Source: an optimization exercise on an open RTL-to-GDS flow (aim: small area, a short achievable clock period and few clock cycles per item). Production flows keep margins and buffers that such runs may drop. Where RTL was checked, it was by simulation tests only, not by an equivalence proof against the original. No functional check of the RTL was part of runs 6 and 7.

[flow/config.mk]
export PLATFORM = sky130hd
export DESIGN_NAME = modular_exponentiation_top
export DESIGN_NICKNAME = modular_exponentiation_top
export VERILOG_FILES = /design/flow/design.v
export SDC_FILE = /design/flow/constraint.sdc
export NUM_CORES = 4
export LEC_CHECK = 0
export CAP_MARGIN = 20
export CORE_MARGIN = 2
export CORE_UTILIZATION = 40
export SLEW_MARGIN = 20
[flow/constraint.sdc]
create_clock -name core_clock -period 10.0 [get_ports {clk_i}]
set_input_delay 2.0000 -clock core_clock [delete_from_list [all_inputs] [get_ports {clk_i}]]
set_output_delay 2.0000 -clock core_clock [all_outputs]
set_load 0.01 [all_outputs]
[flow/design.v]
`default_nettype none
package modexp_pkg;
  localparam int unsigned ModW   = 31;
  localparam int unsigned FieldW = 63;
  localparam logic [ModW-1:0] ModulusReset = 31'd1000000007;
  localparam logic [3:0] StIdle = 4'd0;    
  localparam logic [3:0] StNorm = 4'd1;    
  localparam logic [3:0] StRed  = 4'd2;    
  localparam logic [3:0] StRedR = 4'd3;    
  localparam logic [3:0] StCpaB = 4'd4;    
  localparam logic [3:0] StScnW = 4'd5;    
  localparam logic [3:0] StMul  = 4'd6;    
  localparam logic [3:0] StMulR = 4'd7;    
  localparam logic [3:0] StCpaM = 4'd8;    
  localparam logic [3:0] StFin  = 4'd9;    
  localparam logic [3:0] StCor1 = 4'd10;   
  localparam logic [3:0] StCor2 = 4'd11;   
  localparam logic [3:0] StCpaF = 4'd12;   
  localparam logic [3:0] StAcc  = 4'd13;   
  localparam logic [3:0] StZero = 4'd14;   
  localparam logic [3:0] StOne  = 4'd15;   
  typedef logic [ModW-1:0] mod_t;
endpackage
`default_nettype wire
`default_nettype none
module modexp_mulser (
  input  wire  [7:0] est_i,
  input  wire  [2:0] mbin_i,
  output logic [7:0] t_o
);
  logic signed [7:0] est;
  logic signed [7:0] th [8];
  assign est = est_i;
  always_comb begin
    th[0] = (mbin_i == 3'd0) ? -8'sd30 : (mbin_i == 3'd1) ? -8'sd34 : (mbin_i == 3'd2) ? -8'sd37 : (mbin_i == 3'd3) ? -8'sd41 : (mbin_i == 3'd4) ? -8'sd44 : (mbin_i == 3'd5) ? -8'sd48 : (mbin_i == 3'd6) ? -8'sd51 : -8'sd55;
    th[1] = (mbin_i == 3'd0) ? -8'sd22 : (mbin_i == 3'd1) ? -8'sd24 : (mbin_i == 3'd2) ? -8'sd27 : (mbin_i == 3'd3) ? -8'sd29 : (mbin_i == 3'd4) ? -8'sd32 : (mbin_i == 3'd5) ? -8'sd34 : (mbin_i == 3'd6) ? -8'sd37 : -8'sd39;
    th[2] = (mbin_i == 3'd0) ? -8'sd13 : (mbin_i == 3'd1) ? -8'sd15 : (mbin_i == 3'd2) ? -8'sd16 : (mbin_i == 3'd3) ? -8'sd18 : (mbin_i == 3'd4) ? -8'sd19 : (mbin_i == 3'd5) ? -8'sd21 : (mbin_i == 3'd6) ? -8'sd22 : -8'sd24;
    th[3] = (mbin_i == 3'd0) ? -8'sd5 : (mbin_i == 3'd1) ? -8'sd5 : (mbin_i == 3'd2) ? -8'sd6 : (mbin_i == 3'd3) ? -8'sd6 : (mbin_i == 3'd4) ? -8'sd7 : (mbin_i == 3'd5) ? -8'sd7 : (mbin_i == 3'd6) ? -8'sd8 : -8'sd8;
    th[4] = (mbin_i == 3'd0) ? 8'sd4 : (mbin_i == 3'd1) ? 8'sd4 : (mbin_i == 3'd2) ? 8'sd5 : (mbin_i == 3'd3) ? 8'sd5 : (mbin_i == 3'd4) ? 8'sd6 : (mbin_i == 3'd5) ? 8'sd6 : (mbin_i == 3'd6) ? 8'sd7 : 8'sd7;
    th[5] = (mbin_i == 3'd0) ? 8'sd12 : (mbin_i == 3'd1) ? 8'sd14 : (mbin_i == 3'd2) ? 8'sd15 : (mbin_i == 3'd3) ? 8'sd17 : (mbin_i == 3'd4) ? 8'sd18 : (mbin_i == 3'd5) ? 8'sd20 : (mbin_i == 3'd6) ? 8'sd21 : 8'sd23;
    th[6] = (mbin_i == 3'd0) ? 8'sd21 : (mbin_i == 3'd1) ? 8'sd23 : (mbin_i == 3'd2) ? 8'sd26 : (mbin_i == 3'd3) ? 8'sd28 : (mbin_i == 3'd4) ? 8'sd31 : (mbin_i == 3'd5) ? 8'sd33 : (mbin_i == 3'd6) ? 8'sd36 : 8'sd38;
    th[7] = (mbin_i == 3'd0) ? 8'sd29 : (mbin_i == 3'd1) ? 8'sd33 : (mbin_i == 3'd2) ? 8'sd36 : (mbin_i == 3'd3) ? 8'sd40 : (mbin_i == 3'd4) ? 8'sd43 : (mbin_i == 3'd5) ? 8'sd47 : (mbin_i == 3'd6) ? 8'sd50 : 8'sd54;
  end
  for (genvar k = 0; k < 8; k++) begin : g_t
    assign t_o[k] = (est >= th[k]);
  end
endmodule
`default_nettype wire
`default_nettype none
module modular_exponentiation_top #(
  parameter int unsigned EXP_WIDTH = 64
) (
  input  wire          clk_i,
  input  wire          rst_ni,
  input  wire          s_axis_tvalid,
  output logic         s_axis_tready,
  input  wire  [127:0] s_axis_tdata,    
  output logic         m_axis_tvalid,
  input  wire          m_axis_tready,
  output logic [31:0]  m_axis_tdata,    
  input  wire          cfg_valid_i,
  output logic         cfg_ready_o,
  input  wire  [30:0]  cfg_data_i       
);
  localparam int unsigned EW = (EXP_WIDTH < modexp_pkg::FieldW) ? EXP_WIDTH : modexp_pkg::FieldW;
  logic [3:0]         st_q, st_d;
  modexp_pkg::mod_t   mod_q;
  logic [4:0]         sh_q;           
  logic [34:0]        s_q, c_q;       
  logic [31:0]        r_q, b_q;       
  logic [2:0]         dig_q;          
  logic [4:0]         k_q;            
  logic               mulb_q;         
  logic signed [6:0]  eidx_q;         
  logic               ebit_q;         
  logic               found_q;        
  logic               ezero_q;        
  logic signed [1:0]  qf_q;           
  logic               sub_q;          
  logic               ovld_q;
  logic               acc_q;
  logic               first_q;        
  logic [63:0]        base;
  logic [63:0]        expo;
  assign base = {1'b0, s_axis_tdata[62:0]};
  assign expo = 64'(s_axis_tdata[modexp_pkg::FieldW +: EW]);
  assign cfg_ready_o   = 1'b1;
  assign s_axis_tready = acc_q;
  assign m_axis_tvalid = ovld_q;
  assign m_axis_tdata  = {1'b0, r_q[30:0]};
  logic        red;
  logic [7:0]  t_tab, t;
  logic [7:0]  est;
  logic [31:0] y;
  logic        b_one, b_two, b_neg;
  logic [34:0] ysx, ymag, xy;
  logic [34:0] s4, c4, s1, c1, s2, c2, s3, c3;
  logic [34:0] row_l, row_h;
  logic [32:0] mag_l;
  logic        sub_l, sub_h, l_one, l_two, h_one;
  logic [34:0] sum;
  logic [31:0] r_new;
  assign red     = (st_q == modexp_pkg::StRed) || (st_q == modexp_pkg::StRedR) ||
                   (st_q == modexp_pkg::StOne) || (st_q == modexp_pkg::StZero);
  assign est = s_q[34:27] + c_q[34:27];
  modexp_mulser u_qsel (
    .est_i (est),
    .mbin_i(mod_q[29:27]),
    .t_o   (t_tab)
  );
  always_comb begin
    if (first_q)                         t = 8'b0000_1111;
    else if (st_q != modexp_pkg::StCor2) t = t_tab;
    else if (qf_q == 2'sd1)              t = 8'b0001_1111;
    else if (qf_q == -2'sd1)             t = 8'b0000_0111;
    else                                 t = 8'b0000_1111;
  end
  always_comb begin
    h_one = t[6] | !t[1];
    sub_h = t[6];
    l_one = (t[0] & !t[1]) | (t[2] & !t[3]) | (t[4] & !t[5]) | (t[6] & !t[7]);
    l_two = (t[1] & !t[2]) | (t[5] & !t[6]);
    sub_l = (t[0] & !t[1]) | (t[4] & !t[6]);
  end
  assign y     = mulb_q ? b_q : r_q;
  assign b_one = !red && (dig_q[1] ^ dig_q[0]);
  assign b_two = !red && ((dig_q == 3'b100) || (dig_q == 3'b011));
  assign b_neg = !red && dig_q[2];
  assign ysx   = {{3{y[31]}}, y};
  assign ymag  = b_two ? {ysx[33:0], 1'b0} : (b_one ? ysx : '0);
  assign xy    = b_neg ? ~ymag : ymag;
  assign s4 = {(first_q ? 33'd0 : s_q[32:0]), 1'b0, b_neg};
  assign c4 = {(first_q ? 33'd0 : c_q[32:0]), (red ? dig_q[1:0] : 2'b00)};
  assign s1 = s4 ^ c4 ^ xy;
  assign c1 = {((s4 & c4) | (s4 & xy) | (c4 & xy)), sub_l} ;
  assign mag_l = l_two ? {1'b0, mod_q, 1'b0} : (l_one ? {2'b00, mod_q} : '0);
  assign row_l = sub_l ? ~{mag_l, 2'b00} : {mag_l, 2'b00};
  assign s2 = s1 ^ c1 ^ row_l;
  assign c2 = {((s1 & c1) | (s1 & row_l) | (c1 & row_l)), sub_h};
  assign row_h = !h_one ? '0 : (sub_h ? ~{mod_q, 4'b0000} : {mod_q, 4'b0000});
  assign s3 = s2 ^ c2 ^ row_h;
  assign c3 = {((s2 & c2) | (s2 & row_h) | (c2 & row_h)), 1'b0};
  assign sum   = s_q + c_q;
  assign r_new = sum[33:2];
  logic step, cpa, cpa_b;
  assign step = (st_q == modexp_pkg::StRed)  || (st_q == modexp_pkg::StRedR) ||
                (st_q == modexp_pkg::StMul)  || (st_q == modexp_pkg::StMulR) ||
                (st_q == modexp_pkg::StCor1) || (st_q == modexp_pkg::StCor2) ||
                (st_q == modexp_pkg::StOne)  || (st_q == modexp_pkg::StZero);
  assign cpa   = (st_q == modexp_pkg::StCpaB) || (st_q == modexp_pkg::StCpaM) ||
                 ((st_q == modexp_pkg::StCpaF) && !(sub_q && sum[34]));
  assign cpa_b = (st_q == modexp_pkg::StCpaB);
  logic       scan_done, scan_last;
  logic [3:0] loop_st;
  assign scan_done = found_q || ezero_q;
  always_comb begin
    if (found_q) loop_st = eidx_q[6] ? modexp_pkg::StFin : modexp_pkg::StMul;
    else         loop_st = modexp_pkg::StOne;
  end
  always_comb begin
    st_d = st_q;
    case (st_q)
      modexp_pkg::StIdle: begin
        if (s_axis_tvalid && (!ovld_q || m_axis_tready)) begin
          if (mod_q[30:1] == '0)  st_d = modexp_pkg::StZero;
          else if (!mod_q[30])    st_d = modexp_pkg::StNorm;
          else                    st_d = modexp_pkg::StRed;
        end
      end
      modexp_pkg::StNorm: if (mod_q[29]) st_d = modexp_pkg::StRed;
      modexp_pkg::StRed:  if (k_q == 5'd0) st_d = modexp_pkg::StRedR;
      modexp_pkg::StRedR: st_d = modexp_pkg::StCpaB;
      modexp_pkg::StCpaB: st_d = scan_done ? loop_st : modexp_pkg::StScnW;
      modexp_pkg::StScnW: if (scan_done) st_d = loop_st;
      modexp_pkg::StMul:  if (k_q == 5'd0) st_d = modexp_pkg::StMulR;
      modexp_pkg::StMulR: st_d = modexp_pkg::StCpaM;
      modexp_pkg::StCpaM: begin
        if (!mulb_q && ebit_q)    st_d = modexp_pkg::StMul;
        else if (eidx_q == 7'sd0) st_d = modexp_pkg::StFin;
        else                      st_d = modexp_pkg::StMul;
      end
      modexp_pkg::StFin: begin
        if (r_q[31] || (sh_q != 5'd0)) st_d = modexp_pkg::StCor1;
        else                           st_d = modexp_pkg::StAcc;
      end
      modexp_pkg::StCor1: st_d = modexp_pkg::StCor2;
      modexp_pkg::StCor2: st_d = modexp_pkg::StCpaF;
      modexp_pkg::StCpaF: st_d = modexp_pkg::StFin;
      modexp_pkg::StAcc:  if (s_axis_tvalid) st_d = modexp_pkg::StIdle;
      modexp_pkg::StZero: st_d = modexp_pkg::StCpaF;
      modexp_pkg::StOne:  st_d = modexp_pkg::StCor2;
      default:            st_d = modexp_pkg::StIdle;
    endcase
  end
  always_ff @(posedge clk_i or negedge rst_ni) begin
    if (!rst_ni) begin
      st_q   <= modexp_pkg::StIdle;
      ovld_q <= 1'b0;
      acc_q  <= 1'b0;
      first_q <= 1'b1;
    end else begin
      first_q <= !step;
      st_q  <= st_d;
      acc_q <= (st_d == modexp_pkg::StAcc);
      if (m_axis_tvalid && m_axis_tready) ovld_q <= 1'b0;
      if (s_axis_tvalid && s_axis_tready) ovld_q <= 1'b1;
    end
  end
  always_ff @(posedge clk_i or negedge rst_ni) begin
    if (!rst_ni) begin
      mod_q <= modexp_pkg::ModulusReset;
    end else if (cfg_valid_i) begin
      mod_q <= cfg_data_i;
    end else if (st_q == modexp_pkg::StNorm && !mod_q[30]) begin
      mod_q <= {mod_q[29:0], 1'b0};
    end else if (st_q == modexp_pkg::StFin && !r_q[31] && sh_q != 5'd0) begin
      mod_q <= {1'b0, mod_q[30:1]};
    end
  end
  logic [2:0] rwin, bwin;
  logic [32:0] rext;
  assign rext = {r_q, 1'b0};
  always_comb begin
    rwin = 3'b000;
    for (int j = 0; j < 15; j++) begin
      if (k_q == 5'(j + 1)) rwin = rext[2*j+2 -: 3];
    end
    bwin = 3'b000;
    for (int j = 0; j < 31; j++) begin
      if (k_q == 5'(j + 1)) bwin = {1'b0, base[2*j+1 -: 2]};
    end
  end
  logic esel;
  assign esel = expo[eidx_q[5:0]];
  always_ff @(posedge clk_i) begin
    s_q <= s3;
    c_q <= c3;
    if (cpa)   r_q <= r_new;
    if (cpa_b) b_q <= r_new;
    case (st_q)
      modexp_pkg::StIdle: begin
        dig_q <= {2'b00, base[62] && (mod_q[30:1] != '0)};
        k_q   <= 5'd31;
      end
      modexp_pkg::StRed, modexp_pkg::StMul: begin
        dig_q <= (k_q == 5'd0) ? 3'b000 : ((st_q == modexp_pkg::StRed) ? bwin : rwin);
        k_q   <= k_q - 5'd1;
      end
      modexp_pkg::StCpaB, modexp_pkg::StCpaM: begin
        dig_q <= (st_q == modexp_pkg::StCpaB && scan_done && !found_q) ? 3'b001 : r_new[31:29];
        k_q   <= 5'd15;
      end
      modexp_pkg::StScnW: begin
        dig_q <= (scan_done && !found_q) ? 3'b001 : r_q[31:29];
        k_q   <= 5'd15;
      end
      modexp_pkg::StFin:  dig_q <= 3'b001;
      modexp_pkg::StNorm: ;
      default:            dig_q <= 3'b000;
    endcase
    if (st_q == modexp_pkg::StCpaM) mulb_q <= !mulb_q && ebit_q;
    else if (st_q == modexp_pkg::StCpaB || st_q == modexp_pkg::StScnW ||
             st_q == modexp_pkg::StFin) mulb_q <= 1'b0;
    ebit_q <= (st_q == modexp_pkg::StIdle) ? 1'b0 : esel;
    if (st_q == modexp_pkg::StIdle) begin
      eidx_q  <= 7'sd62;
      found_q <= 1'b0;
      ezero_q <= 1'b0;
    end else if (!scan_done) begin
      if (ebit_q)                 found_q <= 1'b1;
      else if (eidx_q == -7'sd1)  ezero_q <= 1'b1;
      else                        eidx_q  <= eidx_q - 7'sd1;
    end else if (st_q == modexp_pkg::StCpaM && !(!mulb_q && ebit_q)) begin
      eidx_q <= eidx_q - 7'sd1;
    end
    if (st_q == modexp_pkg::StIdle) sh_q <= 5'd0;
    else if (st_q == modexp_pkg::StNorm && !mod_q[30]) sh_q <= sh_q + 5'd1;
    else if (st_q == modexp_pkg::StFin && !r_q[31] && sh_q != 5'd0) sh_q <= sh_q - 5'd1;
    if (st_q == modexp_pkg::StFin) begin
      qf_q  <= r_q[31] ? -2'sd1 : 2'sd1;
      sub_q <= !r_q[31];
    end else if (st_q == modexp_pkg::StCpaB || st_q == modexp_pkg::StScnW ||
                 st_q == modexp_pkg::StIdle) begin
      qf_q  <= 2'sd0;
      sub_q <= 1'b0;
    end
  end
endmodule
`default_nettype wire
[flow/flow/run.sh]
#!/bin/bash
# Standard ORFS layout (the standard.sh, standard synthesis) with a larger
# setup margin for timing repair; make's output goes to make_finish.log.
set -euo pipefail
bash standard.sh SETUP_SLACK_MARGIN=7 finish > make_finish.log 2>&1
[flow/standard.sh]
#!/bin/bash
# synth_recipe.tcl (not shown) runs the flow's synth.tcl, then flattens the netlist and writes it again
# the make line also repeats each setting of config.mk as NAME=value (left out here)
make -C /OpenROAD-flow-scripts/flow DESIGN_CONFIG=/design/flow/config.mk WORK_HOME=/design/flow/orfs CLKGATE_MAP_FILE= SYNTH_SCRIPT=/design/flow/synth_recipe.tcl "${@:-finish}"
==> qor.yml, run 1 <==
cts_buffers: 17
skew_ns: 0.01414
grt_max_degree: 67
fmax_mhz: 216.8
ys_async_sr_fraction_pct: 19.19
syn_to_final_growth_pct: 29.41
synth_xor_area_share_pct: 6.448
synthCells: 1850
yosys-top-cells-area: "edfxtp_1 (14%), fa_1 (12%), dfxtp_1 (10%)"
cts_hold_buf: 0
synth_top_area_cell: "edfxtp_1"
cts.htree.levels: 4
drive_above_1_share_pct: 30.33
die_w_um: 209.2
syn_avg_cell_area_um2: 9.105
drtPass1Iterations: 5
clock_sinks: 198
synth_top_area_share_pct: 13.55
max_slew_margin_pct: 29.31
place.gp.congestion: 0.8885
initial_core_util_pct: 40.34
criticalPathCategory: "flip-flop to flip-flop"
fin_ws_ns: 5.388
critPathTopFamily: "adder cells"
holdWs_ns: 0.4828
clock_latency_ns: 0.46
cp_max_fo: 8
critPathArrivalTime_ns: 5.01
nets: 2371
drt-total-wl_um: 53150
cts_tree: "built"
root_buffer: "clkbuf_16"
synth_area_um2: 16840
dpl.hpwl_um: 35290
layout_min_cycle_time_ns: 4.612
portBuffers: 194
min_path_type: "flip-flop to flip-flop"
grt_pass1_wl_um: 81720
overflow: 0
r2r_start: "c_q[27]$_DFF_P_"
muxShareOfSynthArea_pct: 6.500
max-clock-path-buffers: 2
hold_path.startpoint: "acc_q$_DFF_PN0_"
ios: 199
yosysSeqAreaShare_pct: 29.30
synth_compound_gate_area_share_pct: 17.60
drv_cap: 0
antenna_cells: 0
outcome: "timing/DRC/antenna clean"
die-area_um2: 43770
die_y_um: 209.2
hold_viol: 0
maxSlewViolCount: 0
track_usage_pct: 24.04
crit_start: "c_q[27]$_DFF_P_"
antenna_left: 0
rows: 75
antenna_found_initial: 1
synth-simple-area-share_pct: 13.57
cp-end-kind: "flip-flop"
slowest_delay_ns: 0.54
ys_ff_latch: 198
final_core_util_pct: 52.20
drcViolationCount: 0
synthAdderAreaFrac_pct: 17.49
num_vias: 14264
tightest_slew_ns: 1.053
setup_violations: 0
final_common_cell: "nand2_1"
rsz0062_at_grt: "true"
cp.required_ns: 10.40
wl_per_cell_um: 20.58
core_um2: 41760
fillerInstances: 3770
synth_edf_count: 76
finalSetupTns_ns: 0
final_cell_mix: "nand2_1 (157), inv_1 (142), o21ai_0 (106)"
grt_pass1_vias: 14330
via_per_inst: 5.522
synth_ff_type: "dfxtp_1"
drt_iter0_markers: 1252
synth_nets: 2190
yosysWarnings: 3
ys_types: 85
dp_slack_ns: 4.745
cpMaxStageDelayCell: "fa_2"
worst-path-buf-inv: 5
start_kind: "flip-flop"
synth_top_family_by_area: "compound AO/OA/AOI/OAI gates"
path_cells: "ha_4, fa_2, a21o_1, a21oi_4, xnor2_4, ha_4, and3_4, a211o_4, a31oi_1, and4_4, buf_6, a211oi_4, buf_6, buf_12, buf_16, xnor2_2, fa_1, inv_2, fa_2"
clk_pin_slew_ns: 0.08
fin_crit_sh_pct: 46.12
## cell families (layout without fill, tap and decap cells)
| kind of cell | after synthesis | count (layout) |
|---|---|---|
| flops | 198 | 198 |
| mux | 81 | 81 |
| xor+xnor | 124 | 124 |
| other cells | 2 | 2 |
| simple gates | 468 | 468 |
| compound gates | 462 | 462 |
| fa+ha+maj | 176 | 176 |
| buf+inv | 339 | 533 |
## final cells by class
type / count / area [um^2] / share of cell area (%)
timing repair buffer: 328 / 3166 / 14.52
sequential: 198 / 4971 / 22.81
multi-input combinational: 1313 / 11750 / 53.90
tap: 539 / 674.4 / 3.094
clock inverter: 15 / 143.9 / 0.6601
inverter: 173 / 668.1 / 3.065
clock buffer: 17 / 425.4 / 1.952
## worst min-delay path: stages, from the launching register on
cell and delay, ns:
dfrtp_1 0.35, nand2_1 0.05, nand2_1 0.05
## through the flow
| step | instances | cell area (um^2) |
|---|---|---|
| 6_report | 2583 | 21800 |
| 5_1_grt | 2583 | 21800 |
| 4_1_cts | 2545 | 20780 |
| 3_5_place_dp | 2436 | 19150 |
| 3_3_place_gp | 2436 | 19150 |
| 2_1_floorplan | 1850 | 17210 |
## cells in the mapped netlist (all sizes together), types with 4 or more instances
| cell | number |
|---|---|
| nor4 | 9 |
| nor3b | 5 |
| nor2b | 72 |
| xnor2 | 103 |
| mux2 | 27 |
| mux2i | 34 |
| or3 | 4 |
| xor2 | 21 |
| o211ai | 8 |
| nor2 | 99 |
| mux4 | 20 |
| a21oi | 123 |
| inv | 173 |
| or2 | 4 |
| o22ai | 11 |
| o2bb2ai | 4 |
| edfxtp | 76 |
| nand3 | 25 |
| fa | 99 |
| a31oi | 14 |
| nand2 | 159 |
| a221oi | 6 |
| o21a | 13 |
| buf | 93 |
| a22oi | 62 |
| dfstp | 17 |
| and4 | 4 |
| nor3 | 17 |
| nand2b | 19 |
| o31ai | 5 |
| nand4 | 15 |
| a211oi | 15 |
| a21boi | 4 |
| clkbuf | 73 |
| and3 | 13 |
| a21o | 27 |
| ha | 77 |
| o21bai | 4 |
| and2 | 8 |
| o311ai | 4 |
| dfrtp | 21 |
| dfxtp | 84 |
| o21ai | 132 |
## final timing paths
check                           cells past startpoint                    end  slack [ns]
min in group asynchronous                           1      st_q[0]$_DFF_PN0_        1.55
worst max register to register                     19        s_q[12]$_DFF_P_        5.39
worst min-delay path                                2     ovld_q$_DFFE_PN0P_        0.48
worst max-delay path                               19        s_q[12]$_DFF_P_        5.39
worst min register to register                      2     ovld_q$_DFFE_PN0P_        0.48
max in group asynchronous                           1  mod_q[30]$_DFFE_PN0P_        8.01
## sequential cells by signal (all words and copies together) (netlist names)
| name | count |
|---|---|
| eidx_q | 7 |
| dig_q | 3 |
| mulb_q | 1 |
| k_q | 5 |
| ezero_q | 1 |
| r_q | 32 |
| s_q | 35 |
| first_q | 1 |
| acc_q | 1 |
| found_q | 1 |
| sub_q | 1 |
| st_q | 4 |
| c_q | 34 |
| ebit_q | 1 |
| b_q | 32 |
| ovld_q | 1 |
| mod_q | 31 |
| qf_q | 2 |
| sh_q | 5 |
## routing by layer
| metal | up-vias | part of all wire [%] | routed length [um] | global-route usage [%] |
|---|---|---|---|---|
| li1 | 6698 | - | - | - |
| met1 | 7051 | 45 | 24110 | 33.22 |
| met2 | 452 | 48 | 25300 | 39.86 |
| met3 | 63 | 5.2 | 2762 | 3.156 |
| met4 | 0 | 1.8 | 983 | 6.158 |
| met5 | - | 0 | 0 | 0 |
## repair_timing
item | 4_1_cts | 5_1_grt
pin swaps | 111 | 76
resized for setup | 576 | 130
cloned | 12 | 4
setup endpoints to repair | 182 | 145
setup buffers | 65 | 34
Testbench counts, summed over its fixed seeds: cycles 179,528, items 192.
==> run 2, diff against run 1 <==
==> flow/run.sh (new file) <==
#!/bin/bash
# synth_recipe.tcl (not shown) runs the flow's synth.tcl, then flattens the netlist and writes it again
# the make line also repeats each setting of config.mk as NAME=value (left out here)
make -C /OpenROAD-flow-scripts/flow DESIGN_CONFIG=/design/flow/config.mk WORK_HOME=/design/flow/orfs CLKGATE_MAP_FILE= SYNTH_SCRIPT=/design/flow/synth_recipe.tcl finish
--- a/flow/config.mk
+++ b/flow/config.mk
@@ -8,4 +8,5 @@
 export CAP_MARGIN = 20
 export CORE_MARGIN = 2
 export CORE_UTILIZATION = 40
+export SETUP_SLACK_MARGIN = 4
 export SLEW_MARGIN = 20
removed: flow/flow/run.sh
removed: flow/standard.sh
==> run 2 against run 1 <==
Still clean. Critical path depth down 1. Via count down 7.1%. Utilization down 5.9 points. Synthesized cell count unchanged. Maximum frequency down 15%. Sequential share of layout area up 2.7 points. Critical path type unchanged.
==> qor.yml, run 2 <==
cts_buffers: 17
ios: 199
via_per_inst: 5.373
skew_ns: 0.01547
yosysSeqAreaShare_pct: 29.30
fillerInstances: 3978
placedCellCount: 2434
start_kind: "flip-flop"
min_path_type: "flip-flop to flip-flop"
post_cts_buffers: 0
path_common_cell: "fa_1"
synth_top_area_cell: "edfxtp_1"
overflow: 0
synth_edf_count: 76
syn_to_final_growth_pct: 14.88
criticalPathCategory: "flip-flop to flip-flop"
grt_pass1_wl_um: 73440
antenna_left: 0
drt-total-wl_um: 45580
root_buffer: "clkbuf_16"
fmax_mhz: 183.6
nets: 2254
yosysMostFrequentCell: "inv_1"
final_cell_mix: "clkdlybuf4s50_1 (192), inv_1 (171), nand2_1 (159)"
ys_async_sr_fraction_pct: 19.19
crit_start: "s_q[27]$_DFF_P_"
track_usage_pct: 21.03
die_y_um: 209.2
cts_tree: "built"
finalSetupTns_ns: 0
cts_hold_buf: 0
core_um2: 41760
setup_violations: 0
wl_per_cell_um: 18.48
die_w_um: 209.2
ys_types: 85
synthCells: 1850
clk_pin_slew_ns: 0.08
syn_avg_cell_area_um2: 9.105
path_cells: "ha_1, fa_1, a21o_1, a21oi_1, xnor2_1, ha_1, and3_1, a211o_1, a31oi_1, and4_1, nor2_1, o211ai_2, buf_4, a22oi_1, xnor2_1, fa_1, inv_1, fa_1"
num_vias: 13251
top_regs: "s_q (35), c_q (34)"
outcome: "timing/DRC/antenna clean"
clock_sinks: 198
final_cell_count_no_fill: 2466
maxSlewViolCount: 0
place.gp.congestion: 0.8961
synth_area_um2: 16840
cts_resized: 0
grt_max_degree: 67
cp_max_fo: 31
max_slew_margin_pct: 19.87
drcViolationCount: 0
drtPass1Iterations: 5
drv_cap: 0
die-area_um2: 43770
top_register: "s_q"
drive_above_1_share_pct: 7.732
worst-path-buf-inv: 2
slowest_delay_ns: 0.56
yosysWarnings: 3
synth_ff_type: "dfxtp_1"
synth_nets: 2190
rsz0062_at_grt: "false"
hold_viol: 0
grt_pass1_vias: 13274
dpl.hpwl_um: 34760
fin_crit_sh_pct: 54.46
tightest_slew_ns: 1.199
final_core_util_pct: 46.34
synth_top_area_share_pct: 13.55
cp-end-kind: "flip-flop"
ys_ff_latch: 198
hold_path.startpoint: "acc_q$_DFF_PN0_"
holdWs_ns: 0.4970
clock_latency_ns: 0.45
critPathArrivalTime_ns: 5.83
cts.htree.levels: 4
max-clock-path-buffers: 2
r2r_start: "s_q[27]$_DFF_P_"
portBuffers: 194
synth_common_cells: "inv_1 (171), nand2_1 (159), o21ai_0 (128)"
yosys-top-cells-area: "edfxtp_1 (14%), fa_1 (12%), dfxtp_1 (10%)"
antenna_found_initial: 0
final_common_cell: "clkdlybuf4s50_1"
cp.required_ns: 10.39
largest_reg_flops: 35
drt_iter0_markers: 1139
initial_core_util_pct: 40.34
rows: 75
critPathTopFamily: "adder cells"
antenna_cells: 0
layout_min_cycle_time_ns: 5.446
cpMaxStageDelayCell: "fa_1"
[run 2: cell counts after synthesis]
No cell type changed its count.
[run 2: final cells by class]
class,count,area [um^2],share of cell area (%)
sequential,198,4936,25.51
clock inverter,10,83.83,0.4332
inverter,173,649.4,3.356
multi-input combinational,1313,10470,54.10
timing repair buffer,211,2062,10.66
clock buffer,22,475.5,2.457
tap,539,674.4,3.485
[run 2: worst paths after layout]
path / cells after the start / slack [ns] / endpoint
max: 18 / 4.55 / s_q[22]$_DFF_P_
min reg2reg: 2 / 0.50 / ovld_q$_DFFE_PN0P_
min: 2 / 0.50 / ovld_q$_DFFE_PN0P_
max reg2reg: 18 / 4.55 / s_q[22]$_DFF_P_
max in group asynchronous: 1 / 8.04 / mod_q[26]$_DFFE_PN0P_
min in group asynchronous: 1 / 1.56 / mod_q[10]$_DFFE_PN0P_
[run 2: kinds of logic (layout without fill, tap and decap cells)]
kind of cell               count (synthesis)  count (layout)  synth area share, %
and+or+nand+nor                          468             468                13.57
muxes                                     81              81                6.500
xor gates and xnor gates                 124             124                6.448
adders and majority gates                176             176                17.49
buffers and inverters                    339             416                9.048
DFF                                      198             198                29.30
AOI/OAI and AO/OA                        462             462                17.60
other                                      2               2              0.04459
[run 2: tightest hold or removal path, cell delays in order, from the launching register on]
cell     delay [ns]
dfrtp_1        0.36
nand2_1        0.06
nand2_1        0.05
[run 2: metrics by stage]
step / instance area, um^2 / worst slack (ns)
floorplan: 16840 / 5.516
CTS: 19340 / 4.556
finish: 19350 / 4.554
global placement: 18780 / 4.604
detailed placement: 18780 / 4.585
global route: 19350 / 4.303
[run 2: layer usage]
layer  track usage (%)  wire (um)
met1             29.87      21660
met2             34.28      21060
met3             2.660       2140
met4             4.803        720
met5                 0          0
==> run 3, diff against run 2 <==
--- a/flow/config.mk
+++ b/flow/config.mk
@@ -5,8 +5,9 @@
 export SDC_FILE = /design/flow/constraint.sdc
 export NUM_CORES = 4
 export LEC_CHECK = 0
+export ABC_AREA = 1
 export CAP_MARGIN = 20
 export CORE_MARGIN = 2
 export CORE_UTILIZATION = 40
-export SETUP_SLACK_MARGIN = 4
+export SETUP_SLACK_MARGIN = 5
 export SLEW_MARGIN = 20
==> run 3 against run 2 <==
Still clean on timing, DRC and antenna. Critical endpoint is now s_q[28]$_DFF_P_. Register-to-register slack gained 0.64 ns. Worst setup slack gained 0.64 ns.
==> qor.yml, run 3 <==
outcome: "timing/DRC/antenna clean"
cp-end-kind: "flip-flop"
drt-total-wl_um: 48260
wl_met2_um: 22170
drcViolationCount: 0
drt_iter0_markers: 930
ys_async_sr_fraction_pct: 19.19
highest_layer: "met4"
max_slew_margin_pct: 35.31
cp_max_fo: 15
synth_edf_count: 76
final_common_cell: "inv_1"
synth_nets: 2454
antenna_found_initial: 0
fin_ws_ns: 5.196
placedCellCount: 2741
start_kind: "flip-flop"
wl_met1_um: 22870
cts_buffers: 17
dp_slack_ns: 3.398
cts_tree: "built"
cp.required_ns: 10.33
finalSetupTns_ns: 0
drtPass1Iterations: 5
core_um2: 40920
synth_ff_type: "dfxtp_1"
rr_worst_depth: 17
yosysWarnings: 3
r2r-end: "s_q[28]$_DFF_P_"
min_path_cells: 1
root_buffer: "clkbuf_16"
syn_to_final_growth_pct: 18.99
min_path_type: "flip-flop to flip-flop"
fin_crit_sh_pct: 48.04
track_usage_pct: 22.32
hold_viol: 0
criticalPathCategory: "flip-flop to flip-flop"
r2r_start: "s_q[30]$_DFF_P_"
grt_pass1_wl_um: 77180
clk_pin_slew_ns: 0.08
top_register: "s_q"
yosys-top-cells-area: "edfxtp_1 (14%), fa_1 (12%), dfxtp_1 (10%)"
maxSlewViolCount: 0
yosysMostFrequentCell: "inv_1"
skew_ns: 0.01699
route.met3.wl_um: 2540
synth_top_area_share_pct: 13.75
cts_hold_buf: 0
die_y_um: 207.7
fmax_mhz: 208.2
ios: 199
fillerInstances: 3956
wl_per_cell_um: 17.26
clock_sinks: 198
final_core_util_pct: 48.26
synth_area_um2: 16600
max-clock-path-buffers: 2
final_cell_count_no_fill: 2796
drv_cap: 0
drive_above_1_share_pct: 7.200
synth_common_cells: "inv_1 (376), nand2_1 (307), nor2_1 (224)"
ys_types: 67
via_per_inst: 5.164
largest_reg_flops: 35
portBuffers: 194
dpl.hpwl_um: 36140
ys_ff_latch: 198
cts.htree.levels: 4
tightest_slew_ns: 0.9693
rsz0062_at_grt: "false"
synth_top_area_cell: "edfxtp_1"
layout_min_cycle_time_ns: 4.804
critPathArrivalTime_ns: 5.13
rows: 74
antenna_left: 0
die-area_um2: 43140
grt_pass1_vias: 14197
synthCells: 2114
initial_core_util_pct: 40.56
die_w_um: 207.7
holdWs_ns: 0.4569
final_cell_mix: "inv_1 (374), nand2_1 (305), nor2_1 (220)"
nets: 2591
clock_latency_ns: 0.45
hold_path.startpoint: "sh_q[4]$_SDFFE_PP0P_"
grt_max_degree: 65
syn_avg_cell_area_um2: 7.852
yosysSeqAreaShare_pct: 29.74
r2r_slack_ns: 5.20
top_regs: "s_q (35), c_q (34)"
place.gp.congestion: 0.8911
overflow: 0
setup_violations: 0
num_vias: 14439
antenna_cells: 0
hold_end: "sh_q[4]$_SDFFE_PP0P_"
-- run 3: kinds of logic (layout without fill, tap and decap cells) --
kind of cell             after synthesis  count (layout)  share of synthesized area, %
flip-flops                           198             198                         29.74
other                                  2               2                       0.04525
buffers and inverters                501             649                         12.30
multiplexers                          27              27                         1.636
adder cells (fa/ha/maj)              176             176                         17.74
AND/OR/NAND/NOR                      656             657                         16.53
XOR/XNOR                             115             115                         6.068
AO/OA/AOI/OAI                        439             440                         15.94
-- run 3: timing repair --
item	CTS	global route
pin swaps	4	8
endpoints found under the setup margin	67	64
gates resized for setup	23	18
buffers inserted	12	7
endpoints found under the hold margin	0	0
gates cloned	3	0
-- run 3: worst max-delay path by stage --
stage,startpoint,endpoint,cells past startpoint
2_1_floorplan,mod_q[29]$_DFFE_PN1P_,s_q[22]$_DFF_P_,23
3_3_place_gp,s_q[27]$_DFF_P_,s_q[22]$_DFF_P_,18
3_5_place_dp,s_q[27]$_DFF_P_,s_q[24]$_DFF_P_,18
4_1_cts,c_q[28]$_DFF_P_,s_q[23]$_DFF_P_,23
5_1_grt,s_q[30]$_DFF_P_,s_q[3]$_DFF_P_,17
6_report,s_q[30]$_DFF_P_,s_q[28]$_DFF_P_,17
-- run 3: routing by layer --
layer  up-vias  track usage, %
li1       7108               -
met1      6889           31.68
met2       407           36.43
met3        35           3.026
met4         0           4.549
met5         -               0
-- run 3: worst max-delay path, stage by stage, from the launching register on --
cell and delay [ns]:
dfxtp_1 0.33, ha_1 0.40, nand2_1 0.15, o31ai_1 0.50
xor2_2 0.35, ha_1 0.32, a21oi_1 0.13, nand3_1 0.13
nand3_4 0.18, clkinv_4 0.19, o22ai_4 0.23, clkinvlp_4 0.13
buf_4 0.22, o22ai_1 0.23, xor2_1 0.27, fa_1 0.43
inv_1 0.07, fa_1 0.40
-- run 3: stage by stage --
step	instance area [um^2]
CTS	19600
finish	19750
global placement	18740
global route	19750
detailed placement	18740
floorplan	16600
-- run 3: layout make-up --
type	instances	area, um^2	area share (%)
clock buffer	21	503.0	2.547
sequential	198	4937	25.00
clock inverter	11	116.4	0.5892
timing repair inverter	1	7.507	0.03801
inverter	388	1469	7.437
tap	532	665.6	3.370
multi-input combinational	1417	9823	49.74
timing repair buffer	228	2228	11.28
==> run 4, diff against run 3 <==
--- a/flow/config.mk
+++ b/flow/config.mk
@@ -5,9 +5,9 @@
 export SDC_FILE = /design/flow/constraint.sdc
 export NUM_CORES = 4
 export LEC_CHECK = 0
-export ABC_AREA = 1
 export CAP_MARGIN = 20
 export CORE_MARGIN = 2
-export CORE_UTILIZATION = 40
+export CORE_UTILIZATION = 60
+export PLACE_DENSITY = 0.7
 export SETUP_SLACK_MARGIN = 5
 export SLEW_MARGIN = 20
==> run 4 against run 3 <==
Highest routed layer unchanged. Sequential share of layout area up 0.43 points. Critical path type unchanged. Flip-flop and latch count unchanged. First-iteration DRC count up 3.2%. Via count down 6.6%. Worst setup slack worse by 0.071 ns. Worst hold slack better by 0.021 ns. Register-to-register slack worse by 0.07 ns. Critical endpoint is now s_q[3]$_DFF_P_.
==> qor.yml, run 4 <==
slowest_delay_ns: 0.57
yosysSeqAreaShare_pct: 29.30
path_cells: "ha_2, fa_2, a21o_1, a21oi_4, xnor2_4, ha_1, inv_1, o311ai_0, nor4b_1, a31oi_1, o211ai_4, buf_12, a22oi_1, xnor2_1, fa_1, fa_1, inv_1"
syn_avg_cell_area_um2: 9.105
outcome: "timing/DRC/antenna clean"
skew_ns: 0.01393
critPathArrivalTime_ns: 5.21
clk_pin_slew_ns: 0.07
yosysWarnings: 3
drtPass1Iterations: 5
ys_async_sr_fraction_pct: 19.19
drt-total-wl_um: 43770
die_w_um: 171.6
crit_start: "s_q[27]$_DFF_P_"
synth_top_area_share_pct: 13.55
rows: 61
clock_latency_ns: 0.45
num_vias: 13483
cp_num_cells: 17
top_register: "s_q"
synth_edf_count: 76
core_um2: 27710
overflow: 0
critPathTopFamily: "adder cells"
worst-path-buf-inv: 3
hold_viol: 0
r2r-end: "s_q[3]$_DFF_P_"
die_y_um: 171.6
rsz0062_at_grt: "false"
criticalPathCategory: "flip-flop to flip-flop"
setup_violations: 0
root_buffer: "clkbuf_16"
clock_sinks: 198
nets: 2259
top_regs: "s_q (35), c_q (34)"
drcViolationCount: 0
synthCells: 1850
antenna_left: 0
drive_above_1_share_pct: 8.851
holdWs_ns: 0.4784
r2r_slack_ns: 5.13
fmax_mhz: 205.1
antenna_found_initial: 0
final_cell_mix: "clkdlybuf4s50_1 (192), inv_1 (171), nand2_1 (159)"
yosysMostFrequentCell: "inv_1"
cpMaxStageDelayCell: "o311ai_0"
synth_ff_type: "dfxtp_1"
drv_cap: 0
synth_common_cells: "inv_1 (171), nand2_1 (159), o21ai_0 (128)"
hold_path.startpoint: "acc_q$_DFF_PN0_"
cts.htree.levels: 4
min_path_cells: 2
final_core_util_pct: 70.16
cp-end-kind: "flip-flop"
ios: 199
antenna_cells: 0
layout_min_cycle_time_ns: 4.875
syn_to_final_growth_pct: 15.40
cp_max_fo: 8
grt_pass1_vias: 13166
r2r_start: "s_q[27]$_DFF_P_"
cts_tree: "built"
die-area_um2: 29430
maxSlewViolCount: 0
start_kind: "flip-flop"
finalSetupTns_ns: 0
final_common_cell: "clkdlybuf4s50_1"
initial_core_util_pct: 60.80
grt_pass1_wl_um: 68370
yosys-top-cells-area: "edfxtp_1 (14%), fa_1 (12%), dfxtp_1 (10%)"
fin_crit_sh_pct: 48.75
min_path_type: "flip-flop to flip-flop"
largest_reg_flops: 35
max-clock-path-buffers: 2
hold_end: "ovld_q$_DFFE_PN0P_"
cp.required_ns: 10.34
synth_nets: 2190
place.gp.congestion: 0.9254
synth_top_area_cell: "edfxtp_1"
wl_per_cell_um: 18.95
rr_worst_depth: 17
ys_ff_latch: 198
grt_max_degree: 66
cts_buffers: 17
track_usage_pct: 29.52
max_slew_margin_pct: 31.45
ys_types: 85
portBuffers: 194
tightest_slew_ns: 1.021
fillerInstances: 2220
cts_hold_buf: 0
dpl.hpwl_um: 32490
via_per_inst: 5.837
drt_iter0_markers: 960
synth_area_um2: 16840
==> run 4: cell count changes after synthesis, sizes merged, moves of 27 or more <==
| cell | previous run | this run |
|---|---|---|
| a21o | 0 | 27 |
| a22oi | 2 | 62 |
| buf | 47 | 93 |
| inv | 384 | 173 |
| nand2 | 309 | 159 |
| nand3 | 55 | 25 |
| nor2 | 229 | 99 |
| nor2b | 0 | 72 |
| o211ai | 42 | 8 |
| o22ai | 79 | 11 |
| xnor2 | 15 | 103 |
| xor2 | 100 | 21 |
==> run 4: metal layers <==
metal  share of wire [%]  track usage [%]  vias up
met3                 6.9            4.418       55
met2                  47            47.81      502
met1                  45            41.71     6464
li1                    -                -     6462
met5                   0                0        -
met4                 1.9            7.480        0
==> run 4: layout make-up <==
type / count / area, um^2 / area share [%]
Multi-Input combinational cell: 1313 / 10580 / 54.41
Sequential cell: 198 / 4942 / 25.43
Clock buffer: 22 / 495.5 / 2.549
Inverter: 173 / 649.4 / 3.341
Timing Repair Buffer: 216 / 2182 / 11.23
Clock inverter: 10 / 120.1 / 0.6180
Tap cell: 378 / 473.0 / 2.433
==> run 4: cells by family (layout without fill, tap and decap cells) <==
| logic type | count (synthesis) | in the layout | share of synthesized area (%) |
|---|---|---|---|
| xor+xnor | 124 | 124 | 6.448 |
| compound gates | 462 | 462 | 17.60 |
| flops | 198 | 198 | 29.30 |
| fa+ha+maj | 176 | 176 | 17.49 |
| mux | 81 | 81 | 6.500 |
| simple gates | 468 | 468 | 13.57 |
| other cells | 2 | 2 | 0.04459 |
| buf+inv | 339 | 421 | 9.048 |
==> run 4: through the flow <==
stage                     setup WS (ns)  area, um^2  cells
after floorplan                   5.516       16840   1850
after global placement            4.620       18580   2273
after detailed placement          4.559       18580   2273
after CTS                         5.031       19250   2305
after global routing              4.960       19440   2310
final                             5.125       19440   2310
==> run 4: timing repair <==
item,4_1_cts,5_1_grt
setup buffers,0,3
endpoints found under the setup margin,66,64
cloned,0,2
pin swaps,0,5
gates resized for setup,11,23
==> run 4: how the worst max path moves through the flow <==
stage          slack, ns               to
2_1_floorplan       5.52  s_q[22]$_DFF_P_
3_3_place_gp        4.62  s_q[22]$_DFF_P_
3_5_place_dp        4.56  s_q[22]$_DFF_P_
4_1_cts             5.03   s_q[3]$_DFF_P_
5_1_grt             4.96  s_q[34]$_DFF_P_
6_report            5.13   s_q[3]$_DFF_P_
==> run 4: tightest hold or removal path: stages (launching register included) <==
cell and delay [ns]:
dfrtp_1 0.34, nand2_1 0.05, nand2_1 0.05
==> run 5, diff against run 4 <==
--- a/flow/config.mk
+++ b/flow/config.mk
@@ -7,7 +7,6 @@
 export LEC_CHECK = 0
 export CAP_MARGIN = 20
 export CORE_MARGIN = 2
-export CORE_UTILIZATION = 60
-export PLACE_DENSITY = 0.7
+export CORE_UTILIZATION = 40
 export SETUP_SLACK_MARGIN = 5
 export SLEW_MARGIN = 20
==> run 5 against run 4 <==
Still clean. Worst hold slack improved by 0.018 ns. First-iteration DRC count is 19% higher. Critical path depth did not move. Register-to-register slack improved by 0.03 ns. Synthesized cell count did not move. Die area increased by 49%. Non-clock buffer count rose by 5. Maximum frequency is 0.57% higher. Global-route usage down 8.5 points. Critical endpoint is now s_q[25]$_DFF_P_. Largest cell class unchanged.
==> qor.yml, run 5 <==
cp.required_ns: 10.32
fillerInstances: 3938
grt_pass1_vias: 13279
synth_edf_count: 76
dpl.hpwl_um: 34760
ys_ff_latch: 198
num_vias: 13359
cts_tree: "built"
outcome: "timing/DRC/antenna clean"
fin_crit_sh_pct: 48.48
hold_viol: 0
synth_common_cells: "inv_1 (171), nand2_1 (159), o21ai_0 (128)"
grt_max_degree: 67
multi_input_area_um2: 10630
yosys-top-cells-area: "edfxtp_1 (14%), fa_1 (12%), dfxtp_1 (10%)"
clk_pin_slew_ns: 0.08
drive_above_1_share_pct: 9.241
die_w_um: 209.2
clock_sinks: 198
overflow: 0
top_register: "s_q"
start_kind: "flip-flop"
drv_cap: 0
drt_iter0_markers: 1142
skew_ns: 0.01499
die_y_um: 209.2
core_um2: 41760
tightest_slew_ns: 1.219
maxSlewViolCount: 0
synth_top_area_cell: "edfxtp_1"
place.gp.congestion: 0.8961
setup_violations: 0
placedCellCount: 2434
cp_max_fo: 16
min_path_type: "flip-flop to flip-flop"
grt_pass1_wl_um: 73470
yosysWarnings: 3
cp-end-kind: "flip-flop"
cts_buffers: 17
yosysSeqAreaShare_pct: 29.30
synth_top_area_share_pct: 13.55
portBuffers: 194
final_cell_count_no_fill: 2476
yosysMostFrequentCell: "inv_1"
syn_to_final_growth_pct: 16.80
criticalPathCategory: "flip-flop to flip-flop"
wl_per_cell_um: 18.88
clock_latency_ns: 0.44
register_area_um2: 4949
drt-total-wl_um: 46750
antenna_found_initial: 0
syn_avg_cell_area_um2: 9.105
antenna_left: 0
ys_types: 85
synth_nets: 2190
ys_async_sr_fraction_pct: 19.19
max_slew_margin_pct: 18.55
rows: 75
critPathArrivalTime_ns: 5.17
finalSetupTns_ns: 0
synth_area_um2: 16840
fmax_mhz: 206.3
die-area_um2: 43770
top_regs: "s_q (35), c_q (34)"
largest_reg_flops: 35
drtPass1Iterations: 5
via_per_inst: 5.395
antenna_cells: 0
cts.htree.levels: 4
rsz0062_at_grt: "false"
synth_ff_type: "dfxtp_1"
root_buffer: "clkbuf_16"
final_common_cell: "clkdlybuf4s50_1"
synthCells: 1850
max-clock-path-buffers: 2
ios: 199
drcViolationCount: 0
track_usage_pct: 21.05
nets: 2264
initial_core_util_pct: 40.34
layout_min_cycle_time_ns: 4.848
final_cell_mix: "clkdlybuf4s50_1 (192), inv_1 (170), nand2_1 (159)"
[run 5: per-layer routing]
layer	track usage [%]	routed length, um	vias up
li1	-	-	6479
met1	29.90	21910	6445
met2	34.20	21940	391
met3	2.660	2289	44
met4	5.049	599	0
met5	0	0	-
[run 5: cell families after synthesis]
logic type	after synthesis	synth area share, %
simple gates	468	13.57
compound gates	462	17.60
buf+inv	339	9.048
flops	198	29.30
fa+ha+maj	176	17.49
xor+xnor	124	6.448
mux	81	6.500
other cells	2	0.04459
[run 5: path summary, 6_finish.rpt]
check | startpoint | end | slack (ns) | depth (start not counted)
max | mod_q[27]$_DFFE_PN1P_ | s_q[25]$_DFF_P_ | 5.15 | 17
min | acc_q$_DFF_PN0_ | ovld_q$_DFFE_PN0P_ | 0.50 | 2
max reg2reg | mod_q[27]$_DFFE_PN1P_ | s_q[25]$_DFF_P_ | 5.15 | 17
min reg2reg | acc_q$_DFF_PN0_ | ovld_q$_DFFE_PN0P_ | 0.50 | 2
max in group asynchronous | rst_ni | mod_q[26]$_DFFE_PN0P_ | 8.04 | 1
min in group asynchronous | rst_ni | st_q[0]$_DFF_PN0_ | 1.56 | 1
[run 5: area by class of cell]
type	count	share of cell area, %
clock inverter	10	0.4261
inverter	173	3.301
timing repair buffer	221	11.24
tap	539	3.428
multi-input combinational	1313	54.04
sequential	198	25.15
clock buffer	22	2.417
[run 5: what timing repair did]
action / CTS / global route
pin swaps: 0 / 4
resized for setup: 12 / 30
endpoints found under the setup margin: 65 / 64
gates cloned: 0 / 3
buffers inserted: 0 / 7
hold buffers: 0 / 0
[run 5: stage by stage]
stage	worst slack (ns)	utilization [%]	hold WS (ns)	instance area, um^2
after floorplan	5.516	-	0.4805	16840
after global placement	4.604	44.98	0.4747	18780
after detailed placement	4.585	44.98	0.4904	18780
after CTS	5.011	46.44	0.5094	19390
after global routing	4.985	47.11	0.5269	19670
final	5.152	47.11	0.4963	19670
[run 5: worst max-delay path, stage by stage (launching register included)]
cell and delay, ns:
dfstp_4 0.73, xnor2_1 0.21, xnor2_1 0.21, inv_1 0.07
ha_1 0.31, nor2b_1 0.13, a221o_1 0.36, a211o_4 0.38
a31oi_1 0.17, and4_2 0.30, nor2_1 0.08, o211ai_4 0.20
clkbuf_16 0.27, a22oi_2 0.06, xnor2_1 0.18, fa_1 0.58
inv_1 0.06, fa_1 0.42
==> run 6, diff against run 5 <==
--- a/flow/design.v
+++ b/flow/design.v
@@ -80,6 +80,7 @@
   logic               ovld_q;
   logic               acc_q;
   logic               first_q;        
+  logic [2:0]         mbin_q;         
   logic [63:0]        base;
   logic [63:0]        expo;
   assign base = {1'b0, s_axis_tdata[62:0]};
@@ -105,7 +106,7 @@
   assign est = s_q[34:27] + c_q[34:27];
   modexp_mulser u_qsel (
     .est_i (est),
-    .mbin_i(mod_q[29:27]),
+    .mbin_i(mbin_q),
     .t_o   (t_tab)
   );
   always_comb begin
@@ -235,6 +236,7 @@
   always_ff @(posedge clk_i) begin
     s_q <= s3;
     c_q <= c3;
+    mbin_q <= mod_q[29:27];
     if (cpa)   r_q <= r_new;
     if (cpa_b) b_q <= r_new;
     case (st_q)
==> run 6 against run 5 <==
Clock skew is 0.0071 ns lower. Clock-buffer cell count rose by 11. Cell count rose by 0.57%. Utilization is 0.30 points higher. Via count decreased by 0.71%. Worst hold slack worse by 0.0081 ns. Register-to-register slack improved by 0.09 ns. Routed wire length fell by 1.4%. Worst setup slack better by 0.087 ns.
==> qor.yml, run 6 <==
top_register: "s_q"
max_slew_margin_pct: 30.05
fin_crit_sh_pct: 47.61
maxSlewViolCount: 0
dpl.hpwl_um: 34920
ys_ff_latch: 201
cp_max_fo: 16
slowest_delay_ns: 0.55
via_per_inst: 5.327
finalSetupTns_ns: 0
place.gp.congestion: 0.8778
met3_usage_pct: 2.988
worst-path-buf-inv: 2
ys_async_sr_fraction_pct: 18.91
synth_nets: 2202
rr_worst_depth: 19
rows: 75
synth_area_um2: 17150
hold_path.startpoint: "acc_q$_DFF_PN0_"
synth_ff_type: "dfxtp_1"
root_buffer: "clkbuf_16"
drv_cap: 0
drive_above_1_share_pct: 10.05
outcome: "timing/DRC/antenna clean"
rsz0062_at_grt: "true"
cts.htree.levels: 1
holdWs_ns: 0.4882
final_core_util_pct: 47.42
hold_viol: 0
crit_start: "s_q[27]$_DFF_P_"
initial_core_util_pct: 40.69
fmax_mhz: 210.1
final_cell_count_no_fill: 2490
path_cells: "ha_1, fa_2, nand2_1, nand2_1, a21oi_4, xnor2_4, ha_1, nand2b_1, a21oi_1, o31ai_1, o41ai_1, nand2_1, o2111ai_4, buf_12, a22oi_1, xnor2_1, fa_1, fa_1, inv_1"
cts_tree: "built"
layout_min_cycle_time_ns: 4.761
critPathTopFamily: "adder cells"
synthCells: 1862
portBuffers: 194
criticalPathCategory: "flip-flop to flip-flop"
busiest_layer: "met2"
tightest_slew_ns: 1.049
r2r_start: "s_q[27]$_DFF_P_"
die_y_um: 211.0
clock_sinks: 201
max-clock-path-buffers: 3
yosysMostFrequentCell: "inv_1"
largest_reg_flops: 35
cts_buffers: 24
min_path_type: "flip-flop to flip-flop"
placedCellCount: 2443
drtPass1Iterations: 6
ys_types: 89
top_regs: "s_q (35), c_q (34)"
grt_pass1_vias: 13645
core_um2: 42130
yosysWarnings: 3
synth_top_area_share_pct: 13.31
skew_ns: 0.007909
r2r-end: "s_q[3]$_DFF_P_"
syn_avg_cell_area_um2: 9.209
synth_top_area_cell: "edfxtp_1"
critPathArrivalTime_ns: 5.18
grtUsageMet1_pct: 28.93
use_met2_pct: 33.48
hold_end: "ovld_q$_DFFE_PN0P_"
start_kind: "flip-flop"
grt_pass1_wl_um: 73690
yosysSeqAreaShare_pct: 29.14
r2r_slack_ns: 5.24
die-area_um2: 44540
grt_max_degree: 68
die_w_um: 211.0
cp.required_ns: 10.42
final_common_cell: "clkdlybuf4s50_1"
final_cell_mix: "clkdlybuf4s50_1 (192), inv_1 (176), nand2_1 (156)"
antenna_found_initial: 0
track_usage_pct: 20.52
syn_to_final_growth_pct: 16.51
drcViolationCount: 0
drt_iter0_markers: 843
synth_common_cells: "inv_1 (176), nand2_1 (156), nor2_1 (116)"
fillerInstances: 3964
antenna_left: 0
min_path_cells: 2
final_cell_area_um2: 19980
path_common_cell: "nand2_1"
placed_area_um2: 19060
clk_pin_slew_ns: 0.05
wl_per_cell_um: 18.51
cp-end-kind: "flip-flop"
cpMaxStageDelayCell: "fa_1"
setup_violations: 0
drt-total-wl_um: 46080
antenna_cells: 0
synth_edf_count: 76
num_vias: 13264
yosys-top-cells-area: "edfxtp_1 (13%), fa_1 (12%), dfxtp_1 (10%)"
nets: 2274
overflow: 0
ios: 199
clock_latency_ns: 0.52
run 6: through the flow:
| stage | worst slack (ns) |
|---|---|
| after floorplan | 5.601 |
| after global placement | 4.679 |
| after detailed placement | 4.638 |
| after CTS | 4.989 |
| after global routing | 4.945 |
| final | 5.239 |
run 6: routing by layer:
layer	vias up	wire length, um
met5	-	0
met4	0	912
met3	51	2337
met2	317	21160
met1	6406	21670
li1	6490	-
run 6: how the worst max path moves through the flow:
stage	to	slack [ns]	cells after the start
3_5_place_dp	s_q[3]$_DFF_P_	4.64	15
5_1_grt	s_q[3]$_DFF_P_	4.94	19
6_report	s_q[3]$_DFF_P_	5.24	19
3_3_place_gp	s_q[3]$_DFF_P_	4.68	15
4_1_cts	s_q[3]$_DFF_P_	4.99	19
2_1_floorplan	s_q[22]$_DFF_P_	5.60	17
run 6: what timing repair did:
| action | CTS | global route |
|---|---|---|
| gates cloned | 0 | 1 |
| resized for setup | 8 | 10 |
| setup endpoints to repair | 65 | 64 |
| pin swaps | 1 | 0 |
| buffers inserted | 1 | 2 |
| hold buffers | 0 | 0 |
run 6: cells by family (layout without fill, tap and decap cells):
logic type      Yosys count  count (layout)  synth area share, %
simple gates            479             479                13.46
compound gates          455             455                18.26
buf+inv                 342             431                8.961
flops                   201             201                29.14
fa+ha+maj               176             176                17.18
xor+xnor                122             122                6.319
mux                      85              85                6.640
other cells               2               2              0.04380
run 6: final cells by class:
| class | count | area (um^2) | share of cell area (%) |
|---|---|---|---|
| repair buffers | 210 | 2091 | 10.47 |
| well taps | 539 | 674.4 | 3.376 |
| clock inverters | 10 | 98.84 | 0.4948 |
| inverters | 178 | 673.1 | 3.369 |
| multi-input cells | 1319 | 10770 | 53.93 |
| flip-flops and latches | 201 | 4997 | 25.01 |
| clock buffers | 33 | 669.4 | 3.351 |
run 6: worst min-delay path, delay by kind of cell, from the launching register on:
kind / cells / cell delay [ns]
and+or+nand+nor: 2 / 0.11
DFF: 1 / 0.34
==> run 7, diff against run 6 <==
==> flow/flow/run.sh (new file) <==
#!/bin/bash
# Standard ORFS layout (the standard.sh, standard synthesis) with a larger
# setup margin for timing repair; make's output goes to make_finish.log.
set -euo pipefail
bash standard.sh SETUP_SLACK_MARGIN=6 finish > make_finish.log 2>&1
==> flow/standard.sh (new file) <==
#!/bin/bash
# synth_recipe.tcl (not shown) runs the flow's synth.tcl, then flattens the netlist and writes it again
# the make line also repeats each setting of config.mk as NAME=value (left out here)
make -C /OpenROAD-flow-scripts/flow DESIGN_CONFIG=/design/flow/config.mk WORK_HOME=/design/flow/orfs CLKGATE_MAP_FILE= SYNTH_SCRIPT=/design/flow/synth_recipe.tcl "${@:-finish}"
--- a/flow/config.mk
+++ b/flow/config.mk
@@ -8,5 +8,4 @@
 export CAP_MARGIN = 20
 export CORE_MARGIN = 2
 export CORE_UTILIZATION = 40
-export SETUP_SLACK_MARGIN = 5
 export SLEW_MARGIN = 20
removed: flow/run.sh
==> run 7 against run 6 <==
First-iteration DRC count is 12% higher. Critical path depth is 1 lower. Synthesized cell count stayed put. Flip-flop and latch count stayed put. Global-route usage is 0.99 points higher. Area after synthesis stayed put. Maximum frequency is 7.9% higher. Highest routed layer unchanged.
==> qor.yml, run 7 <==
wl_met2_um: 23250
yosysWarnings: 3
ys_async_sr_fraction_pct: 18.91
layout_min_cycle_time_ns: 4.410
via_per_inst: 5.396
rsz0062_at_grt: "true"
hold_viol: 0
top_register: "s_q"
min_path_cells: 0
drt_iter0_markers: 945
drive_above_1_share_pct: 17.06
hold_end: "mbin_q[1]$_DFF_P_"
maxSlewViolCount: 0
place.gp.congestion: 0.8791
yosysMostFrequentCell: "inv_1"
synth_area_um2: 17150
synth_ff_type: "dfxtp_1"
r2r_slack_ns: 5.59
r2r-end: "s_q[10]$_DFF_P_"
critPathTopFamily: "adder cells"
highest_layer: "met4"
final_cell_count_no_fill: 2532
grt_max_degree: 68
wl_met1_um: 22550
clk_pin_slew_ns: 0.06
synth_common_cells: "inv_1 (176), nand2_1 (156), nor2_1 (116)"
r2r_start: "c_q[27]$_DFF_P_"
yosys-top-cells-area: "edfxtp_1 (13%), fa_1 (12%), dfxtp_1 (10%)"
min_path_type: "flip-flop to flip-flop"
cts_tree: "built"
antenna_cells: 0
ys_types: 89
clock_latency_ns: 0.53
synth_top_area_cell: "edfxtp_1"
root_buffer: "clkbuf_16"
clock_sinks: 201
drtPass1Iterations: 5
criticalPathCategory: "flip-flop to flip-flop"
ios: 199
drt-total-wl_um: 49090
top_regs: "s_q (35), c_q (34)"
cts.htree.levels: 1
path_cells: "ha_4, fa_2, xor2_4, ha_4, nor2b_1, a221o_1, a21oi_2, o211a_4, a41oi_2, a22oi_2, o2111ai_4, buf_12, buf_16, a22oi_2, xnor2_2, fa_1, inv_2, fa_2"
placedCellCount: 2443
drv_cap: 0
core_um2: 42130
initial_core_util_pct: 40.69
final_cell_mix: "clkdlybuf4s50_1 (192), nand2_1 (153), inv_1 (152)"
synth_edf_count: 76
cpMaxStageDelayCell: "fa_2"
tightest_slew_ns: 1.096
skew_ns: 0.01037
antenna_left: 0
route.met3.wl_um: 2492
die_w_um: 211.0
max-clock-path-buffers: 3
setup_violations: 0
worst-path-buf-inv: 3
antenna_found_initial: 0
portBuffers: 194
slowest_delay_ns: 0.51
track_usage_pct: 21.51
finalSetupTns_ns: 0
hold_path.startpoint: "mod_q[28]$_DFFE_PN1P_"
fin_crit_sh_pct: 44.10
outcome: "timing/DRC/antenna clean"
synthCells: 1862
start_kind: "flip-flop"
ys_ff_latch: 201
drcViolationCount: 0
die_y_um: 211.0
cts_buffers: 25
dpl.hpwl_um: 35120
rr_worst_depth: 18
synth_nets: 2202
max_slew_margin_pct: 26.95
cts_hold_buf: 0
synth_top_area_share_pct: 13.31
rows: 75
grt_pass1_wl_um: 76530
wl_per_cell_um: 19.39
final_common_cell: "clkdlybuf4s50_1"
yosysSeqAreaShare_pct: 29.14
overflow: 0
syn_avg_cell_area_um2: 9.209
cp-end-kind: "flip-flop"
nets: 2316
die-area_um2: 44540
grt_pass1_vias: 13739
syn_to_final_growth_pct: 22.11
cp.required_ns: 10.47
largest_reg_flops: 35
num_vias: 13663
critPathArrivalTime_ns: 4.88
cp_max_fo: 8
fmax_mhz: 226.7
run 7: kinds of logic after synthesis:
| group | Yosys count | synth area share, % |
|---|---|---|
| AND/OR/NAND/NOR | 479 | 13.46 |
| buffers and inverters | 342 | 8.961 |
| other | 2 | 0.04380 |
| multiplexers | 85 | 6.640 |
| adder cells (fa/ha/maj) | 176 | 17.18 |
| AO/OA/AOI/OAI | 455 | 18.26 |
| flip-flops | 201 | 29.14 |
| XOR/XNOR | 122 | 6.319 |
run 7: layer usage:
| layer | global-route usage (%) | up-vias |
|---|---|---|
| li1 | - | 6572 |
| met3 | 2.632 | 54 |
| met5 | 0 | - |
| met1 | 30.19 | 6669 |
| met4 | 3.740 | 0 |
| met2 | 36.05 | 368 |
run 7: final cells by class:
class / instances / area (um^2)
fillers: 3843 / 21200
multi-input cells: 1320 / 11220
flip-flops and latches: 201 / 5004
repair buffers: 248 / 2544
clock buffers: 36 / 749.5
inverters: 178 / 695.7
well taps: 539 / 674.4
clock inverters: 8 / 36.28
repair inverters: 2 / 17.52
run 7: metrics by stage:
stage | hold WS [ns] | setup slack (ns) | cell area (um^2) | utilization (%)
detailed placement | 0.4807 | 4.891 | 19130 | 45.40
floorplan | 0.3953 | 5.916 | 17230 | -
global placement | 0.4635 | 5.027 | 19120 | 45.38
CTS | 0.4923 | 5.614 | 20630 | 48.97
finish | 0.4845 | 5.590 | 20940 | 49.69
global route | 0.4947 | 5.462 | 20940 | 49.69
run 7: worst max path at each step:
| stage | cells past startpoint | endpoint | start | slack, ns |
|---|---|---|---|---|
| 3_5_place_dp | 16 | s_q[3]$_DFF_P_ | s_q[27]$_DFF_P_ | 4.89 |
| 4_1_cts | 20 | s_q[20]$_DFF_P_ | c_q[27]$_DFF_P_ | 5.61 |
| 3_3_place_gp | 16 | s_q[3]$_DFF_P_ | s_q[27]$_DFF_P_ | 5.03 |
| 6_report | 18 | s_q[10]$_DFF_P_ | c_q[27]$_DFF_P_ | 5.59 |
| 2_1_floorplan | 19 | s_q[23]$_DFF_P_ | s_q[27]$_DFF_P_ | 5.92 |
| 5_1_grt | 18 | s_q[10]$_DFF_P_ | c_q[27]$_DFF_P_ | 5.46 |
run 7: timing repair:
item,CTS,global route
gates cloned,4,2
resized for setup,88,48
setup endpoints to repair,66,100
pin swaps,47,35
setup buffers,27,12

[what the ideal ports hide]
The results above use ideal ports. As a check the final layouts listed here were re-extracted and re-timed, cells and wires unchanged. Step 1: set_driving_cell puts a clkbuf_16 on clk_i and a buf_2 on each other input, an assumption about the parent block. Step 2 also shifts input and output timing later by t, the mid clock arrival at the registers, as if the neighbouring blocks saw the same clock. a / b / c = ideal ports / drivers / drivers and shift; a / b = the first two.
run	t (ns)	slack for setup (ns)	slew at the worst register clock pin (ns)
run 1	0.507	5.388 / 5.388 / 5.388	0.08 / 0.08
run 2	0.490	4.554 / 4.554 / 4.554	0.08 / 0.08
run 3	0.493	5.196 / 5.196 / 5.023	0.08 / 0.08
run 4	0.489	5.125 / 5.125 / 5.125	0.08 / 0.08
run 5	0.487	5.152 / 5.152 / 5.152	0.08 / 0.08
run 6	0.568	5.239 / 5.239 / 5.239	0.06 / 0.06
run 7	0.575	5.590 / 5.590 / 5.590	0.06 / 0.06
After both steps every run listed still meets setup and hold. The setup slack of run 3, which loses most, moves by 0.000 ns with the drivers and by -0.173 ns with both steps.
